Context: an optimization exercise on an open-source flow, tuned for small area, a short achievable clock period and few clock cycles. The choices shown serve that exercise and are no tape-out recipe.
Power and IR drop assume default switching activity.

## cave_cellular_automaton_step
module cave_cellular_automaton_step #(
	parameter int MAX_COLS = cca_pkg::CCA_MAX_COLS,
	parameter int MAX_ROWS = cca_pkg::CCA_MAX_ROWS
) (
	input  logic                      clk,
	input  logic                      arst_n,
	input  logic                      start,
	output logic                      busy,
	input  logic [14:0]                     req,
	output logic                      done,
	output logic [1:0]                      rsp,
	input  logic                      cfg_valid,
	output logic                      cfg_ready,
	input  logic [cca_pkg::CCA_CFG_IDX_W-1:0]  cfg_index,
	input  logic [cca_pkg::CCA_CFG_DATA_W-1:0] cfg_data
);
	localparam int NG  = MAX_COLS / 2;    
	localparam int GW  = 2 * MAX_ROWS;    
	localparam int GAW = $clog2(NG);
	localparam int BW  = $clog2(GW);
	logic [1:0] req_cmd;
	logic [6:0] req_col;
	logic [4:0] req_row;
	logic       req_wall;
	assign req_cmd  = req[14:13];
	assign req_col  = req[12:6];
	assign req_row  = req[5:1];
	assign req_wall = req[0];
	localparam logic [6:0] UC_RST = 7'(MAX_COLS);
	localparam logic [4:0] UR_RST = 5'(MAX_ROWS);
	localparam logic [4:0] KS_RST = 5'd12;   
	localparam logic [4:0] KB_RST = 5'd13;   
	logic [6:0]          ucx_q;       
	logic [4:0]          urx_q;       
  ...
==> module cca_window, before the edit <==
module cca_window #(
	parameter int ROWS = 16
) (
	input  logic              clk,
	input  logic [ROWS-1:0]   prev,
	input  logic [2*ROWS-1:0] cur,
	input  logic [ROWS-1:0]   next,
	input  logic [ROWS-1:0]   row_ok,
	input  logic              c1_ok,
	input  logic [4:0]        ks,
	input  logic [4:0]        kb,
	output logic [2*ROWS-1:0] new_cells
);
	logic [ROWS+1:0] vp, v0, v1, vn;
	assign vp = {1'b0, prev, 1'b0};
	assign v0 = {1'b0, cur[ROWS-1:0], 1'b0};
	assign v1 = {1'b0, cur[2*ROWS-1:ROWS] & {ROWS{c1_ok}}, 1'b0};
	assign vn = {1'b0, next, 1'b0};
	logic [ROWS+1:0] hs0, hc0, hs1, hc1, rmask;
	assign rmask = {1'b0, row_ok, 1'b0};
	assign hs0 = (vp ^ v0 ^ v1) & rmask;
	assign hc0 = ((vp & v0) | (vp & v1) | (v0 & v1)) & rmask;
	assign hs1 = (v0 ^ v1 ^ vn) & rmask;
	assign hc1 = ((v0 & v1) | (v0 & vn) | (v1 & vn)) & rmask;
	logic [2*ROWS-1:0] s1_q, k1_q;
	logic [ROWS-1:0]   hc0_q, hc1_q;
	logic [ROWS-1:0]   c0_q;
	logic              c1ok_q;
	always_ff @(posedge clk) begin
		for (int r = 0; r < ROWS; r++) begin
			s1_q[r]      <= hs0[r] ^ hs0[r+2] ^ vp[r+1];
			k1_q[r]      <= cca_maj(hs0[r], hs0[r+2], vp[r+1]);
			s1_q[ROWS+r] <= hs1[r] ^ hs1[r+2] ^ v0[r+1];
			k1_q[ROWS+r] <= cca_maj(hs1[r], hs1[r+2], v0[r+1]);
		end
		hc0_q  <= hc0[ROWS:1];
		hc1_q  <= hc1[ROWS:1];
		c0_q   <= cur[ROWS-1:0];
		c1ok_q <= c1_ok;
	end
	logic [ROWS+1:0] hc0p, hc1p;
	logic [ROWS-1:0] c1, c1m, nx;
	assign hc0p = {1'b0, hc0_q, 1'b0};
	assign hc1p = {1'b0, hc1_q, 1'b0};
	assign c1   = prev;
	assign c1m  = prev & {ROWS{c1ok_q}};
	assign nx   = cur[ROWS-1:0];
	for (genvar r = 0; r < ROWS; r++) begin : g_row
		assign new_cells[r] = !row_ok[r] ? c0_q[r] :
			cca_rule(s1_q[r], k1_q[r], hc0p[r], hc0p[r+2], c1m[r], c0_q[r], ks, kb);
		assign new_cells[ROWS+r] = !(row_ok[r] && c1ok_q) ? c1[r] :
			cca_rule(s1_q[ROWS+r], k1_q[ROWS+r], hc1p[r], hc1p[r+2], nx[r], c1[r], ks, kb);
	end
	function automatic logic cca_maj(input logic a, input logic b, input logic c);
		cca_maj = (a & b) | (a & c) | (b & c);
	endfunction
	function automatic logic cca_rule(
		input logic s1, input logic c1, input logic uc, input logic dc,
		input logic r, input logic ctr,
		input logic [4:0] ks, input logic [4:0] kb
	);
		logic s2, c2, gs, gb;
		s2 = uc ^ dc ^ c1;
		c2 = cca_maj(uc, dc, c1);
		gs = cca_maj(cca_maj(c2, cca_maj(s2, cca_maj(s1, r, ks[0]), ks[1]), ks[2]), ks[3], ks[4]);
		gb = cca_maj(cca_maj(c2, cca_maj(s2, cca_maj(s1, r, kb[0]), kb[1]), kb[2]), kb[3], kb[4]);
		cca_rule = ctr ? gs : gb;
	endfunction
endmodule
clock: 7.0 ns
lec_check: 0
cap_margin: 20
core_margin: 2
core_utilization: 45
cts_cluster_diameter: 100
cts_cluster_size: 24
place_density: 0.6
setup_slack_margin: 4.5
slew_margin: 20
run.sh (not shown) runs the stock make flow with config.mk's settings and CLKGATE_MAP_FILE= SYNTH_SCRIPT=/design/flow/synth_recipe.tcl, a recipe that flattens the netlist after the stock synthesis.
==> next run, changes <==
--- a/flow/design.v
+++ b/flow/design.v
@@ -82,20 +82,19 @@
 	input  logic [4:0]        ks,
 	input  logic [4:0]        kb,
 	output logic [2*ROWS-1:0] new_cells
 );
 	logic [ROWS+1:0] vp, v0, v1, vn;
-	assign vp = {1'b0, prev, 1'b0};
-	assign v0 = {1'b0, cur[ROWS-1:0], 1'b0};
-	assign v1 = {1'b0, cur[2*ROWS-1:ROWS] & {ROWS{c1_ok}}, 1'b0};
-	assign vn = {1'b0, next, 1'b0};
-	logic [ROWS+1:0] hs0, hc0, hs1, hc1, rmask;
-	assign rmask = {1'b0, row_ok, 1'b0};
-	assign hs0 = (vp ^ v0 ^ v1) & rmask;
-	assign hc0 = ((vp & v0) | (vp & v1) | (v0 & v1)) & rmask;
-	assign hs1 = (v0 ^ v1 ^ vn) & rmask;
-	assign hc1 = ((v0 & v1) | (v0 & vn) | (v1 & vn)) & rmask;
+	assign vp = {1'b0, prev & row_ok, 1'b0};
+	assign v0 = {1'b0, cur[ROWS-1:0] & row_ok, 1'b0};
+	assign v1 = {1'b0, cur[2*ROWS-1:ROWS] & row_ok & {ROWS{c1_ok}}, 1'b0};
+	assign vn = {1'b0, next & row_ok, 1'b0};
+	logic [ROWS+1:0] hs0, hc0, hs1, hc1;
+	assign hs0 = vp ^ v0 ^ v1;
+	assign hc0 = (vp & v0) | (vp & v1) | (v0 & v1);
+	assign hs1 = v0 ^ v1 ^ vn;
+	assign hc1 = (v0 & v1) | (v0 & vn) | (v1 & vn);
 	logic [2*ROWS-1:0] s1_q, k1_q;
 	logic [ROWS-1:0]   hc0_q, hc1_q;
 	logic [ROWS-1:0]   c0_q;
 	logic              c1ok_q;
 	always_ff @(posedge clk) begin
The new run completed without violations.
Core utilization rises by 0.73 points.
Critical path depth stays the same.
Power went down by 15%.
Die area drops by 2.6%.
Wire length falls by 3.2%.
Synthesized area fell by 2.6%.
Maximum frequency is about the same.
First-iteration DRC count went down by 14%.
Clock skew grows by 6.7 ps.
Clock power drops by about 2%.
Synthesized cell count went down by 6.2%.
No functional check of the RTL was part of any run of this note.

-- re-timing with driven ports --
Ports are ideal in the flow. The routed layouts listed here were re-timed in OpenROAD. Step 1 assumes that a clkbuf_16 drives the clock port and a buf_2 every other input. Step 2 times the ports against the registers' clock, not the clock port: input delays grow and output delays shrink by t, the midpoint of the rising clock arrivals with the driver on. Slacks: ideal / step 1 / step 2; pairs: ideal / step 1.
run | shift t [ns] | slack for setup (ns) | worst slew at a driven data input, ns
the first run | 0.746 | 4.390 / 4.317 / 3.883 | 0.04
the second run | 0.740 | 4.394 / 4.325 / 3.893 | 0.04
After both steps setup and hold are still met in every run listed. The setup slack of the first run, which loses most, moves by -0.073 ns with the drivers and by -0.507 ns with both steps.
